This is an optimization exercise on Yosys and OpenROAD, whose aim is small area, not a production implementation.
In this exercise RTL edits were held to simulation tests only and were not proved equivalent to the original.
No activity file was given, so power comes from the tool's default toggle rates.

==> flow/design.v <==
`default_nettype none
package b3cw_pkg;
  localparam int PIX_W          = 8;
  localparam int SUM_W          = 12;
  localparam int CENTER_EXTRA   = 7;
  localparam int NORM_SHIFT     = 4;
  localparam int MAX_WIDTH_DEF  = 256;
  localparam int MAX_HEIGHT     = 4096;
  localparam int MIN_SIZE       = 3;
  localparam int CFG_WIDTH_W    = 9;
  localparam int CFG_HEIGHT_W   = 13;
  localparam int ROW_W          = 13;
  localparam int WIDTH_RESET    = 256;
  localparam int HEIGHT_RESET   = 251;
  localparam int APB_DATA_W     = 32;
  localparam int APB_ADDR_W     = 3;
  localparam logic REG_FRAME_WIDTH  = 1'b0;
  localparam logic REG_FRAME_HEIGHT = 1'b1;
  typedef logic [PIX_W-1:0] pixel_t;
  typedef struct packed {
    logic   shift;
    pixel_t top;
    pixel_t mid;
    pixel_t px;
  } win_in_t;
  typedef struct packed {
    pixel_t center_prev;
    pixel_t blur;
  } win_out_t;
endpackage
`default_nettype wire
`default_nettype none
module b3cw_cell
(
  input  wire logic        clk,
  input  b3cw_pkg::pixel_t d,
  output b3cw_pkg::pixel_t q
);
  b3cw_pkg::pixel_t q_r;
  always_ff @(posedge clk) begin
    q_r <= d;
  end
  assign q = q_r;
endmodule
`default_nettype wire
`default_nettype none
module b3cw_line
#(
  parameter int DEPTH = b3cw_pkg::MAX_WIDTH_DEF
)(
  input  wire logic                     clk,
  input  wire logic                     shift_en,
  input  wire logic [$clog2(DEPTH)-1:0] len_m1,
  input  b3cw_pkg::pixel_t              data_in,
  output b3cw_pkg::pixel_t              data_out
);
  localparam int IW = $clog2(DEPTH);
  b3cw_pkg::pixel_t cell_q [DEPTH];
  b3cw_pkg::pixel_t cell_in [DEPTH];
  b3cw_pkg::pixel_t seg_in [IW+1];
  assign seg_in[IW] = data_in;
  for (genvar k = IW - 1; k >= 0; k--) begin : g_seg
    localparam int LEN   = 1 << k;
    localparam int FIRST = DEPTH - (2 << k);
    for (genvar j = 0; j < LEN; j++) begin : g_in
      if (j == 0) begin : g_head
        assign cell_in[FIRST] = ~seg_in[k+1];
      end else begin : g_body
        assign cell_in[FIRST+j] = ~cell_q[FIRST+j-1];
      end
    end
    b3cw_pkg::pixel_t seg_out;
    if (LEN % 2 == 1) begin : g_odd
      assign seg_out = ~cell_q[FIRST+LEN-1];
    end else begin : g_even
      assign seg_out = cell_q[FIRST+LEN-1];
    end
    assign seg_in[k] = len_m1[k] ? seg_out : seg_in[k+1];
  end
  assign cell_in[DEPTH-1] = ~seg_in[0];
  for (genvar i = 0; i < DEPTH; i++) begin : g_cell
    b3cw_cell u_cell (
      .clk (clk),
      .d   (shift_en ? cell_in[i] : cell_q[i]),
      .q   (cell_q[i])
    );
  end
  assign data_out = ~cell_q[DEPTH-1];
endmodule
`default_nettype wire
`default_nettype none
module b3cw_window
(
  input  wire logic    clk,
  input  b3cw_pkg::win_in_t win_in,
  output b3cw_pkg::win_out_t     win_out
);
  logic [9:0] c2_r;
  logic [8:0] d1_r;
  b3cw_pkg::pixel_t m1_r;
  logic [8:0] d0;
  logic [b3cw_pkg::SUM_W-1:0] sum;
  assign d0 = {1'b0, win_in.top} + {1'b0, win_in.px};
  always_ff @(posedge clk) begin
    if (win_in.shift) begin
      c2_r <= {1'b0, d1_r} + {2'b0, m1_r};
      d1_r <= d0;
      m1_r <= win_in.mid;
    end
  end
  assign sum = b3cw_pkg::SUM_W'(c2_r) + b3cw_pkg::SUM_W'(d1_r) + b3cw_pkg::SUM_W'(d0)
             + b3cw_pkg::SUM_W'(win_in.mid) + {1'b0, m1_r, 3'b000};
  assign win_out.blur        = sum[b3cw_pkg::SUM_W-1:b3cw_pkg::NORM_SHIFT];
  assign win_out.center_prev = m1_r;
endmodule
`default_nettype wire
`default_nettype none
module blur_3x3_center_weighted
#(
  parameter int MAX_WIDTH = b3cw_pkg::MAX_WIDTH_DEF
)(
  input  wire logic                  clk,
  input  wire logic                  rst_n,
  input  wire logic                  in_valid,
  output logic                       in_ready,
  input  wire logic                  in_mode,
  input  wire logic [b3cw_pkg::PIX_W-1:0]      in_pixel_in,
  output logic                       out_valid,
  input  wire logic                  out_ready,
  output logic [b3cw_pkg::PIX_W-1:0]           out_pixel_out,
  output logic                       out_frame_last,
  input  wire logic                  psel,
  input  wire logic                  penable,
  input  wire logic                  pwrite,
  input  wire logic [b3cw_pkg::APB_ADDR_W-1:0] paddr,
  input  wire logic [b3cw_pkg::APB_DATA_W-1:0] pwdata,
  output logic [b3cw_pkg::APB_DATA_W-1:0]      prdata,
  output logic                       pready
);
  localparam int IW   = $clog2(MAX_WIDTH);
  localparam int WW   = $clog2(MAX_WIDTH + 1);
  localparam int CMPW = (WW > b3cw_pkg::CFG_WIDTH_W) ? WW : b3cw_pkg::CFG_WIDTH_W;
  logic [b3cw_pkg::CFG_WIDTH_W-1:0]  width_raw_r,  width_raw_nxt;
  logic [b3cw_pkg::CFG_HEIGHT_W-1:0] height_raw_r, height_raw_nxt;
  logic [IW-1:0]    col_r, col_nxt;
  logic [b3cw_pkg::ROW_W-1:0] row_r, row_nxt;
  logic   out_valid_r, out_valid_nxt;
  b3cw_pkg::pixel_t out_pix_r,   out_pix_nxt;
  logic   out_last_r,  out_last_nxt;
  logic             cfg_wr;
  logic [CMPW-1:0]  width_ext;
  logic [CMPW-1:0]  w_use;
  logic [IW-1:0]    w_m1;
  logic [b3cw_pkg::ROW_W-1:0] h_use;
  logic             fire;
  logic             in_frame;
  logic             step;
  logic             has_out;
  logic             interior;
  logic             last;
  b3cw_pkg::pixel_t           px_eff;
  b3cw_pkg::pixel_t           mid_q;
  b3cw_pkg::pixel_t           top_q;
  b3cw_pkg::win_in_t          win_in;
  b3cw_pkg::win_out_t         win_out;
  assign pready = 1'b1;
  assign cfg_wr = psel && penable && pwrite && pready;
  always_comb begin
    unique case (paddr[2])
      b3cw_pkg::REG_FRAME_WIDTH:  prdata = b3cw_pkg::APB_DATA_W'(width_raw_r);
      b3cw_pkg::REG_FRAME_HEIGHT: prdata = b3cw_pkg::APB_DATA_W'(height_raw_r);
      default:          prdata = '0;
    endcase
  end
  always_comb begin
    width_raw_nxt  = width_raw_r;
    height_raw_nxt = height_raw_r;
    if (cfg_wr) begin
      unique case (paddr[2])
        b3cw_pkg::REG_FRAME_WIDTH:  width_raw_nxt  = pwdata[b3cw_pkg::CFG_WIDTH_W-1:0];
        b3cw_pkg::REG_FRAME_HEIGHT: height_raw_nxt = pwdata[b3cw_pkg::CFG_HEIGHT_W-1:0];
        default: ;
      endcase
    end
  end
  always_comb begin
    width_ext = CMPW'(width_raw_r);
    if (width_ext < CMPW'(b3cw_pkg::MIN_SIZE)) begin
      w_use = CMPW'(b3cw_pkg::MIN_SIZE);
    end else if (width_ext > CMPW'(MAX_WIDTH)) begin
      w_use = CMPW'(MAX_WIDTH);
    end else begin
      w_use = width_ext;
    end
    if (height_raw_r < b3cw_pkg::CFG_HEIGHT_W'(b3cw_pkg::MIN_SIZE)) begin
      h_use = b3cw_pkg::ROW_W'(b3cw_pkg::MIN_SIZE);
    end else if (height_raw_r > b3cw_pkg::CFG_HEIGHT_W'(b3cw_pkg::MAX_HEIGHT)) begin
      h_use = b3cw_pkg::ROW_W'(b3cw_pkg::MAX_HEIGHT);
    end else begin
      h_use = b3cw_pkg::ROW_W'(height_raw_r);
    end
  end
  assign w_m1 = IW'(w_use - CMPW'(1));
  assign in_ready = !out_valid_r || out_ready;
  assign fire     = in_valid && in_ready;
  assign in_frame = row_r < h_use;
  assign step     = fire && !(in_mode && in_frame);
  assign px_eff   = in_frame ? in_pixel_in : '0;
  assign has_out  = !((row_r == '0) || ((row_r == b3cw_pkg::ROW_W'(1)) && (col_r == '0)));
  assign interior = (col_r >= IW'(2)) && (row_r >= b3cw_pkg::ROW_W'(2)) && in_frame;
  assign last     = (row_r == h_use + b3cw_pkg::ROW_W'(1)) && (col_r == '0);
  b3cw_line #(.DEPTH(MAX_WIDTH)) u_line_mid (
    .clk      (clk),
    .shift_en (step),
    .len_m1   (w_m1),
    .data_in  (px_eff),
    .data_out (mid_q)
  );
  b3cw_line #(.DEPTH(MAX_WIDTH)) u_line_top (
    .clk      (clk),
    .shift_en (step),
    .len_m1   (w_m1),
    .data_in  (mid_q),
    .data_out (top_q)
  );
  assign win_in.shift = step;
  assign win_in.top   = top_q;
  assign win_in.mid   = mid_q;
  assign win_in.px    = px_eff;
  b3cw_window u_window (
    .clk     (clk),
    .win_in  (win_in),
    .win_out (win_out)
  );
  always_comb begin
    col_nxt = col_r;
    row_nxt = row_r;
    if (cfg_wr) begin
      col_nxt = '0;
      row_nxt = '0;
    end else if (step) begin
      if (has_out && last) begin
        col_nxt = '0;
        row_nxt = '0;
      end else if (col_r == w_m1) begin
        col_nxt = '0;
        row_nxt = row_r + b3cw_pkg::ROW_W'(1);
      end else begin
        col_nxt = col_r + IW'(1);
      end
    end
  end
  always_comb begin
    out_valid_nxt = out_valid_r;
    out_pix_nxt   = out_pix_r;
    out_last_nxt  = out_last_r;
    if (out_valid_r && out_ready) begin
      out_valid_nxt = 1'b0;
    end
    if (step && has_out) begin
      out_valid_nxt = 1'b1;
      out_pix_nxt   = interior ? win_out.blur : win_out.center_prev;
      out_last_nxt  = last;
    end
  end
  always_ff @(posedge clk) begin
    if (!rst_n) begin
      width_raw_r  <= b3cw_pkg::CFG_WIDTH_W'(b3cw_pkg::WIDTH_RESET);
      height_raw_r <= b3cw_pkg::CFG_HEIGHT_W'(b3cw_pkg::HEIGHT_RESET);
      col_r        <= '0;
      row_r        <= '0;
      out_valid_r  <= 1'b0;
    end else begin
      width_raw_r  <= width_raw_nxt;
      height_raw_r <= height_raw_nxt;
      col_r        <= col_nxt;
      row_r        <= row_nxt;
      out_valid_r  <= out_valid_nxt;
    end
  end
  always_ff @(posedge clk) begin
    out_pix_r  <= out_pix_nxt;
    out_last_r <= out_last_nxt;
  end
  assign out_valid      = out_valid_r;
  assign out_pixel_out  = out_pix_r;
  assign out_frame_last = out_last_r;
endmodule
`default_nettype wire
==> flow/config.mk <==
export PLATFORM = sky130hd
export DESIGN_NAME = blur_3x3_center_weighted
export DESIGN_NICKNAME = blur_3x3_center_weighted
export VERILOG_FILES = /design/flow/design.v
export SDC_FILE = /design/flow/constraint.sdc
export NUM_CORES = 4
export LEC_CHECK = 0
export ABC_AREA = 1
export CAP_MARGIN = 20
export CORE_MARGIN = 2
export CORE_UTILIZATION = 65
export CTS_CLUSTER_DIAMETER = 100
export CTS_CLUSTER_SIZE = 30
export PLACE_DENSITY = 0.75
export SLEW_MARGIN = 20
export SYNTH_HIERARCHICAL = 1
==> flow/constraint.sdc <==
create_clock -name core_clock -period 10.0 [get_ports {clk}]
set_input_delay 2.0000 -clock core_clock [delete_from_list [all_inputs] [get_ports {clk}]]
set_output_delay 2.0000 -clock core_clock [all_outputs]
set_load 0.01 [all_outputs]
run.sh (not shown) runs the stock make flow with config.mk's settings and CLKGATE_MAP_FILE= SYNTH_SCRIPT=/design/flow/synth_recipe.tcl, a recipe that flattens the netlist after the stock synthesis.
Rerun with:
--- a/flow/design.v
+++ b/flow/design.v
@@ -44,50 +44,39 @@
 endmodule
 `default_nettype wire
 `default_nettype none
 module b3cw_line
 #(
-  parameter int DEPTH = b3cw_pkg::MAX_WIDTH_DEF
+  parameter int DEPTH = b3cw_pkg::MAX_WIDTH_DEF,
+  parameter int SEG   = 16
 )(
   input  wire logic                     clk,
   input  wire logic                     shift_en,
-  input  wire logic [$clog2(DEPTH)-1:0] len_m1,
+  input  wire logic [DEPTH/SEG-1:0]     seg_sel,
+  input  wire logic [$clog2(SEG)-1:0]   tap_sel,
   input  b3cw_pkg::pixel_t              data_in,
   output b3cw_pkg::pixel_t              data_out
 );
-  localparam int IW = $clog2(DEPTH);
   b3cw_pkg::pixel_t cell_q [DEPTH];
-  b3cw_pkg::pixel_t cell_in [DEPTH];
-  b3cw_pkg::pixel_t seg_in [IW+1];
-  assign seg_in[IW] = data_in;
-  for (genvar k = IW - 1; k >= 0; k--) begin : g_seg
-    localparam int LEN   = 1 << k;
-    localparam int FIRST = DEPTH - (2 << k);
-    for (genvar j = 0; j < LEN; j++) begin : g_in
-      if (j == 0) begin : g_head
-        assign cell_in[FIRST] = ~seg_in[k+1];
-      end else begin : g_body
-        assign cell_in[FIRST+j] = ~cell_q[FIRST+j-1];
-      end
-    end
-    b3cw_pkg::pixel_t seg_out;
-    if (LEN % 2 == 1) begin : g_odd
-      assign seg_out = ~cell_q[FIRST+LEN-1];
-    end else begin : g_even
-      assign seg_out = cell_q[FIRST+LEN-1];
-    end
-    assign seg_in[k] = len_m1[k] ? seg_out : seg_in[k+1];
-  end
-  assign cell_in[DEPTH-1] = ~seg_in[0];
+  b3cw_pkg::pixel_t tap_q;
   for (genvar i = 0; i < DEPTH; i++) begin : g_cell
+    b3cw_pkg::pixel_t nb_n;
+    if (i == DEPTH - 1) begin : g_end
+      assign nb_n = ~data_in;
+    end else if ((i % SEG) == SEG - 1) begin : g_entry
+      assign nb_n = seg_sel[i / SEG] ? ~data_in : cell_q[i+1];
+    end else begin : g_mid
+      assign nb_n = cell_q[i+1];
+    end
     b3cw_cell u_cell (
-      .clk (clk),
-      .d   (shift_en ? cell_in[i] : cell_q[i]),
-      .q   (cell_q[i])
+      .clk      (clk),
+      .d        (shift_en ? ~nb_n : cell_q[i]),
+      .q        (cell_q[i])
     );
   end
-  assign data_out = ~cell_q[DEPTH-1];
+  assign tap_q    = cell_q[tap_sel];
+  assign data_out = tap_sel[0] ? tap_q : ~tap_q;
 endmodule
 `default_nettype wire
 `default_nettype none
 module b3cw_window
 (
@@ -207,21 +196,30 @@
   assign step     = fire && !(in_mode && in_frame);
   assign px_eff   = in_frame ? in_pixel_in : '0;
   assign has_out  = !((row_r == '0) || ((row_r == b3cw_pkg::ROW_W'(1)) && (col_r == '0)));
   assign interior = (col_r >= IW'(2)) && (row_r >= b3cw_pkg::ROW_W'(2)) && in_frame;
   assign last     = (row_r == h_use + b3cw_pkg::ROW_W'(1)) && (col_r == '0);
+  logic [MAX_WIDTH/16-1:0] seg_sel;
+  logic [3:0]              tap_sel;
+  assign tap_sel = ~w_m1[3:0];
+  always_comb begin
+    seg_sel = '0;
+    seg_sel[w_m1[IW-1:4]] = 1'b1;
+  end
   b3cw_line #(.DEPTH(MAX_WIDTH)) u_line_mid (
     .clk      (clk),
     .shift_en (step),
-    .len_m1   (w_m1),
+    .seg_sel  (seg_sel),
+    .tap_sel  (tap_sel),
     .data_in  (px_eff),
     .data_out (mid_q)
   );
   b3cw_line #(.DEPTH(MAX_WIDTH)) u_line_top (
     .clk      (clk),
     .shift_en (step),
-    .len_m1   (w_m1),
+    .seg_sel  (seg_sel),
+    .tap_sel  (tap_sel),
     .data_in  (mid_q),
     .data_out (top_q)
   );
   assign win_in.shift = step;
   assign win_in.top   = top_q;
After rerunning: The new run completed without violations; setup slack loses 0.67 ns; total power came out higher by 2.7%; die area came out higher by about 1.1%; cell count came out higher by about 5%; wire length came out higher by about 5.6%; utilization came out higher by 1.0 points.

-- what the ideal ports hide --
The flow's constraints put no driver on any port. The routed layouts listed below were extracted and timed again, unchanged, in two steps.
Step 1 assumes that a clkbuf_16 drives the clock port and a buf_2 every other input.
Step 2 moves the port delays by t, midway between the first and last clock arrival at a register: inputs arrive t later, outputs are due t later. That takes back most of the time a late clock gives input paths.
Slacks: ideal / step 1 / step 2; pairs: ideal / step 1.
run	t, ns	setup slack, ns	worst setup path at the end	latest minus earliest clock arrival (ns)
the first run	0.897	3.228 / 3.228 / 3.187	input to register	0.041 / 0.041
the second run	0.911	2.556 / 2.556 / 2.556	register to register	0.034 / 0.035
After both steps every run listed still meets setup and hold. The setup slack of the first run, which loses most, moves by 0.000 ns with the drivers and by -0.041 ns with both steps.
